What follows belongs to an exercise in optimizing a design on an open flow for small area, a short achievable clock period and few clock cycles; a production flow would make more cautious choices.
Function was checked by simulation only, so behaviour that the tests miss may differ from the original.
Power is estimated from default activity; no workload was simulated.

--- design/flow/design.v ---
module muldiv_sched #(
    parameter int MULT_LAT = 4
) (
    input  logic        clk,
    input  logic        rst_n,
    input  logic        ex_mult,
    input  logic        ex_div,
    input  logic        ex_signed,
    input  logic        ex_mthi,
    input  logic        ex_mtlo,
    input  logic [31:0] ex_rs,
    input  logic [31:0] ex_rt,
    input  logic        id_hilo_use,
    output logic [31:0] hi,
    output logic [31:0] lo,
    output logic        busy,
    output logic        stall
);
    typedef enum logic [1:0] {S_IDLE, S_MUL, S_DIV, S_FIX} state_t;
    state_t      state_q, state_d;
    logic [4:0]  cnt_q, cnt_d;
    logic [63:0] a_q, a_d;
    logic [63:0] acc_q, acc_d;
    logic [31:0] b_q, b_d;
    logic [31:0] hi_q, hi_d, lo_q, lo_d;
    logic        neg_q, neg_d, rs_neg_q, rs_neg_d;
    logic        rs_neg, rt_neg;
    logic [31:0] rs_mag, rt_mag;
    logic [63:0] mul_mag, mul_res;
    logic [32:0] part, diff;
    logic        div_ge;
    assign rs_neg = ex_signed & ex_rs[31];
    assign rt_neg = ex_signed & ex_rt[31];
    assign rs_mag = rs_neg ? (~ex_rs + 32'd1) : ex_rs;
    assign rt_mag = rt_neg ? (~ex_rt + 32'd1) : ex_rt;
    localparam int BPC = (32 + MULT_LAT - 1) / MULT_LAT;
    logic [63:0] pp [BPC];
    logic [63:0] step_sum;
    generate
        for (genvar gi = 0; gi < BPC; gi++) begin : g_pp
            assign pp[gi] = b_q[gi] ? (a_q << gi) : 64'd0;
        end
    endgenerate
    always_comb begin
        step_sum = '0;
        for (int i = 0; i < BPC; i++) step_sum = step_sum + pp[i];
    end
    assign mul_mag = acc_q + step_sum;
    assign mul_res = neg_q ? (~mul_mag + 64'd1) : mul_mag;
    assign part   = {acc_q[31:0], a_q[31]};
    assign diff   = part - {1'b0, b_q};
    assign div_ge = ~diff[32];
    always_ff @(posedge clk) begin
        if (!rst_n) begin
            state_q  <= S_IDLE;
            cnt_q    <= '0;
            a_q      <= '0;
            acc_q    <= '0;
            b_q      <= '0;
            hi_q     <= '0;
            lo_q     <= '0;
            neg_q    <= 1'b0;
            rs_neg_q <= 1'b0;
        end else begin
            state_q  <= state_d;
            cnt_q    <= cnt_d;
            a_q      <= a_d;
            acc_q    <= acc_d;
            b_q      <= b_d;
            hi_q     <= hi_d;
            lo_q     <= lo_d;
            neg_q    <= neg_d;
            rs_neg_q <= rs_neg_d;
        end
    end
    always_comb begin
        state_d = state_q;
        case (state_q)
            S_IDLE: begin
                if (ex_mult)                       state_d = S_MUL;
                else if (ex_div && ex_rt != 32'd0) state_d = S_DIV;
            end
            S_MUL:  if (cnt_q == 5'd0) state_d = S_IDLE;
            S_DIV:  if (cnt_q == 5'd0) state_d = S_FIX;
            S_FIX:  state_d = S_IDLE;
            default: state_d = S_IDLE;
        endcase
    end
    always_comb begin
        cnt_d    = cnt_q;
        a_d      = a_q;
        acc_d    = acc_q;
        b_d      = b_q;
        hi_d     = hi_q;
        lo_d     = lo_q;
        neg_d    = neg_q;
        rs_neg_d = rs_neg_q;
        case (state_q)
            S_IDLE: begin
                if (ex_mult || (ex_div && ex_rt != 32'd0)) begin
                    a_d      = {32'd0, rs_mag};
                    b_d      = rt_mag;
                    acc_d    = '0;
                    neg_d    = rs_neg ^ rt_neg;
                    rs_neg_d = rs_neg;
                    cnt_d    = ex_mult ? 5'(MULT_LAT - 1) : 5'd31;
                end else if (ex_div) begin
                    lo_d = 32'hFFFF_FFFF;
                    hi_d = ex_rs;
                end else begin
                    if (ex_mthi) hi_d = ex_rs;
                    if (ex_mtlo) lo_d = ex_rs;
                end
            end
            S_MUL: begin
                acc_d = mul_mag;
                a_d   = a_q << BPC;
                b_d   = b_q >> BPC;
                cnt_d = cnt_q - 5'd1;
                if (cnt_q == 5'd0) {hi_d, lo_d} = mul_res;
            end
            S_DIV: begin
                a_d   = {a_q[63:32], a_q[30:0], div_ge};
                acc_d = {acc_q[63:32], div_ge ? diff[31:0] : part[31:0]};
                cnt_d = cnt_q - 5'd1;
            end
            S_FIX: begin
                lo_d = neg_q    ? (~a_q[31:0] + 32'd1)   : a_q[31:0];
                hi_d = rs_neg_q ? (~acc_q[31:0] + 32'd1) : acc_q[31:0];
            end
            default: ;
        endcase
    end
    always_comb begin
        busy  = (state_q != S_IDLE);
        stall = busy & id_hilo_use;
        hi    = hi_q;
        lo    = lo_q;
    end
endmodule
--- design/flow/run.sh ---
#!/bin/bash
# synth_recipe.tcl (not shown) runs the flow's synth.tcl, then flattens the netlist and writes it again
# the make line also repeats each setting of config.mk as NAME=value (left out here)
make -C /OpenROAD-flow-scripts/flow DESIGN_CONFIG=/design/flow/config.mk WORK_HOME=/design/flow/orfs CLKGATE_MAP_FILE= SYNTH_SCRIPT=/design/flow/synth_recipe.tcl finish
--- design/flow/config.mk ---
export PLATFORM = sky130hd
export DESIGN_NAME = muldiv_sched
export DESIGN_NICKNAME = muldiv_sched
export VERILOG_FILES = /design/flow/design.v
export SDC_FILE = /design/flow/constraint.sdc
export NUM_CORES = 4
export LEC_CHECK = 0
export CAP_MARGIN = 20
export CORE_MARGIN = 2
export CORE_UTILIZATION = 40
export SLEW_MARGIN = 20
--- design/flow/constraint.sdc ---
create_clock -name core_clock -period 10.0 [get_ports {clk}]
set_input_delay 2.0000 -clock core_clock [delete_from_list [all_inputs] [get_ports {clk}]]
set_output_delay 2.0000 -clock core_clock [all_outputs]
set_load 0.01 [all_outputs]
==> impl_metrics.tcl <==
set metrics [dict create \
    synthesis.nets 5072 \
    port_buffers 137 \
    critical_path.max_fanout 37 \
    max_clock_freq_mhz 115 \
    dr.first_iter.drc_count 3461 \
    synth_adder_area_share_pct 28.5 \
    clkSinkCount 233 \
    finalWeightedCongestion 1.03 \
    synth.cell_area_um2 34000 \
    design_power_total_mw 10.1 \
    vias_per_cell 5.95 \
    outcome "finished clean" \
    maxSlewViolCount 0 \
    chipHeight_um 296 \
    setup.worst_path.start_class "register" \
    flow.area_growth_from_synthesis_pct 9.54 \
    rr_startpoint "b_q[2]" \
    crit_path_end_kind "register" \
    nNetsFinal 4992 \
    yosysSeqAreaShare_pct 13.7 \
    cts_buffer_depth 3 \
    drt_pre_antenna_iters 7 \
    synth.distinct_cells 88 \
    synth.avg_cell_area_um2 7.60 \
    synth-edff-count 0 \
    final_cells 5549 \
    grt_residual_overflow 0 \
    min-delay-start "acc_q[47]" \
    post_synth_inst_count 4474 \
    design_area_um2 37200 \
    core-area_um2 84000 \
    setup_repair_after_global_routing_missed_its_margin "no" \
    cts.repair.resized 0 \
    dominantRegCellSynth "dfxtp_1" \
    finalWirelength_um 136000 \
    layout.filler_cells 8621 \
    final_hold_viol_count 0 \
    preCtsSetupSlack_ns 1.53 \
    place.detailed.hpwl_um 104000 \
    post_cts_hold_buffer_count 0 \
    ports_placed_on_the_boundary 138 \
    antenna_left 0 \
    dpl_cell_area_um2 36100 \
    max_slew_margin_pct 20.2 \
    max-vdd-ir-drop_mv 0.182 \
    insertion_delay_to_the_later_sink_of_the_worst_skew_pair_ns 0.59 \
    maxCapViolCount 0 \
    cts.reportedPaths.clkPinSlew_ns 0.06 \
    critPathKind "register to register" \
    place_inst 5491 \
    timing.critical_path.required_ns 10.46 \
    worst-slew-pin-transition_ns 1.20 \
    cts.root.buffer_cell "clkbuf_16" \
    drc 0 \
    p_per_area_nw_per_um2 270 \
    min_path_type "register to register" \
    muxShareOfSynthArea_pct 1.20 \
    htree_num_levels 2 \
    dr_total_vias 32998 \
    final_layout_size_suffix_gt1_share_pct 3.94 \
    cp-startpoint "b_q[2]" \
    worst_ep_arrival_time_ns 9.19 \
    initial_antenna_violation_count 5 \
    largest_family_of_logic_cells_by_synthesized_area "adder cells" \
    rows 106 \
    grt_start_max_net_pins 75 \
    cts_inserted_buffers 34 \
    grt_first_pass_wirelength_um 205000 \
    yosys.area_share.simple_pct 20.6 \
    final.min_clock_period_ns 8.72 \
    grt_util_all_layers_pct 31.0 \
    synth_seq_cells 233 \
    fp.dieW_um 296 \
    first_global_vias 32324 \
    fin_worst_skew_ns 0.0430 \
    post_synth_arst_share_pct 0 \
    setup_viol_count_final 0 \
    cts_setup_buffers 0 \
    power_leakage_nw 16.2 \
    tns_ns 0 \
    clock_tree_from_tritoncts "yes" \
    yosys_warnings 2 \
    timing.final.ws_setup_ns 1.28 \
    synth_compound_gate_area_share_pct 19.5 \
    final_min_period_over_clock_period_pct 87.2 \
    routed_wire_length_per_instance_um 24.5 \
    post_synth_xor_area_fraction_pct 5.95 \
    die_area_um2 87400 \
    start_util_pct 40.5 \
]
==> final timing paths <==
check              endpoint  slack [ns]  cells past startpoint
setup / recovery   hi_q[24]        1.28                     21
hold / removal    acc_q[47]        0.45                      2
setup reg to reg   hi_q[24]        1.28                     21
hold reg to reg   acc_q[47]        0.45                      2
==> layer usage <==
metal	track usage (%)	routed length [um]
met1	41.7	56200
met5	0	31
met4	13.1	6510
met2	48.2	59900
met3	6.65	13500
==> worst max-delay path, cell delays in order (launching register included) <==
cell	delay, ns
dfxtp_2	0.96
inv_1	0.37
nor2_1	0.50
fa_1	0.50
fa_1	0.48
fa_1	0.55
inv_1	0.06
fa_1	0.56
inv_1	0.05
ha_1	0.44
a21oi_1	0.32
o21ai_0	0.21
a221oi_1	0.50
o21ai_0	0.23
a2111o_1	0.43
o211a_1	0.26
a31oi_1	0.44
nand4_1	0.33
nor4_1	0.70
nand4_1	0.25
mux2i_1	0.18
nor4b_1	0.28
==> state kept, by name (all words and copies together), names as in the netlist <==
signal    flops
rs_neg_q      1
state_q       2
b_q          32
a_q          64
lo_q         32
cnt_q         5
neg_q         1
hi_q         32
acc_q        64
==> kinds of logic after synthesis <==
family | count (synthesis)
adders and majority gates | 526
xor gates and xnor gates | 231
DFF | 233
and+or+nand+nor | 1466
AOI/OAI and AO/OA | 1023
muxes | 40
buffers and inverters | 955
==> area by class of cell <==
class / instances / area, um2 / share of cell area, %
Clock inverter: 9 / 121 / 0.326
Timing Repair Buffer: 196 / 1810 / 4.85
Inverter: 643 / 2420 / 6.49
Sequential cell: 233 / 4680 / 12.6
Multi-Input combinational cell: 3286 / 25800 / 69.3
Antenna cell: 1 / 2.50 / 0.00672
Tap cell: 1134 / 1420 / 3.81
Clock buffer: 47 / 981 / 2.63
==> per-stage QoR <==
step	util [%]	hold WS, ns
final	44.4	0.452
after global placement	43.0	0.440
after CTS	44.4	0.452
after detailed placement	43.0	0.444
after global routing	44.4	0.471
after floorplan	-	0.432
==> report_power, final <==
part / switching (mW) / internal [mW] / total, mW / leakage (nW)
Clock: 0.526 / 0.736 / 1.26 / 0.544
Sequential: 0.600 / 1.15 / 1.75 / 1.91
Combinational: 4.70 / 2.34 / 7.04 / 13.8
==> synth_stat cells, types with 23 or more instances <==
cell      number  share of area [%]
nor2_1       221                2.4
a21o_1        51                1.1
dfxtp_1      233                 14
nand4_1       48               0.88
a221oi_1      34               0.88
xor2_1        59                1.5
a211oi_1      27               0.60
mux2i_1       34                1.0
fa_1         412                 24
and2_1       207                3.8
or3_1         29               0.53
ha_1         114                4.2
xnor2_1      172                4.4
o21ai_0      203                3.0
o31ai_1       42               0.93
a31oi_1       57                1.0
clkbuf_1     267                2.9
and3_1        38               0.70
inv_1        638                7.0
o211ai_1      50                1.1
nor4_1        30               0.55
nand2b_1      26               0.48
buf_1         26               0.29
a22oi_1       49                1.1
nand2_1      611                6.7
a21oi_1      299                4.4
nand3_1       97                1.4
nor3_1        81                1.2
o22ai_1       23               0.42
==> placed cells by master, fill, tap and decap left out, types with 58 or more instances in the layout <==
| master | synthesis | routed |
|---|---|---|
| buf_4 | 0 | 58 |
| xnor2_1 | 172 | 172 |
| xor2_1 | 59 | 59 |
| dfxtp_1 | 233 | 224 |
| a21oi_1 | 299 | 298 |
| fa_1 | 412 | 412 |
| clkdlybuf4s50_1 | 0 | 136 |
| nand2_1 | 611 | 609 |
| nor2_1 | 221 | 216 |
| inv_1 | 638 | 638 |
| ha_1 | 114 | 112 |
| nand3_1 | 97 | 97 |
| and2_1 | 207 | 207 |
| o21ai_0 | 203 | 203 |
| nor3_1 | 81 | 80 |
Testbench counts, summed over its fixed seeds: cycles 20,113.

[port drivers added, routing unchanged]
In the flow no input, the clock included, has a driving cell. The finished layout below was timed again as built, in two steps. Step 1: set_driving_cell puts a clkbuf_16 on clk and a buf_2 on each other input, an assumption about the parent block. Step 2 moves the port delays by t, midway between the first and last clock arrival at a register: inputs arrive t later, outputs are due t later. That takes back most of the time a late clock gives input paths. Three values: ideal, step 1, step 2; two values: the first two.
t (ns): 0.638
setup WS [ns]: 1.276 / 1.276 / 1.276
clock arrival spread, ns: 0.043 / 0.044
worst data-port slew with drivers (ns): 0.05
cell pins on the clock port's net: 1
After both steps setup and hold are still met in this run. The setup slack of this run moves by 0.000 ns with the drivers and by 0.000 ns with both steps.
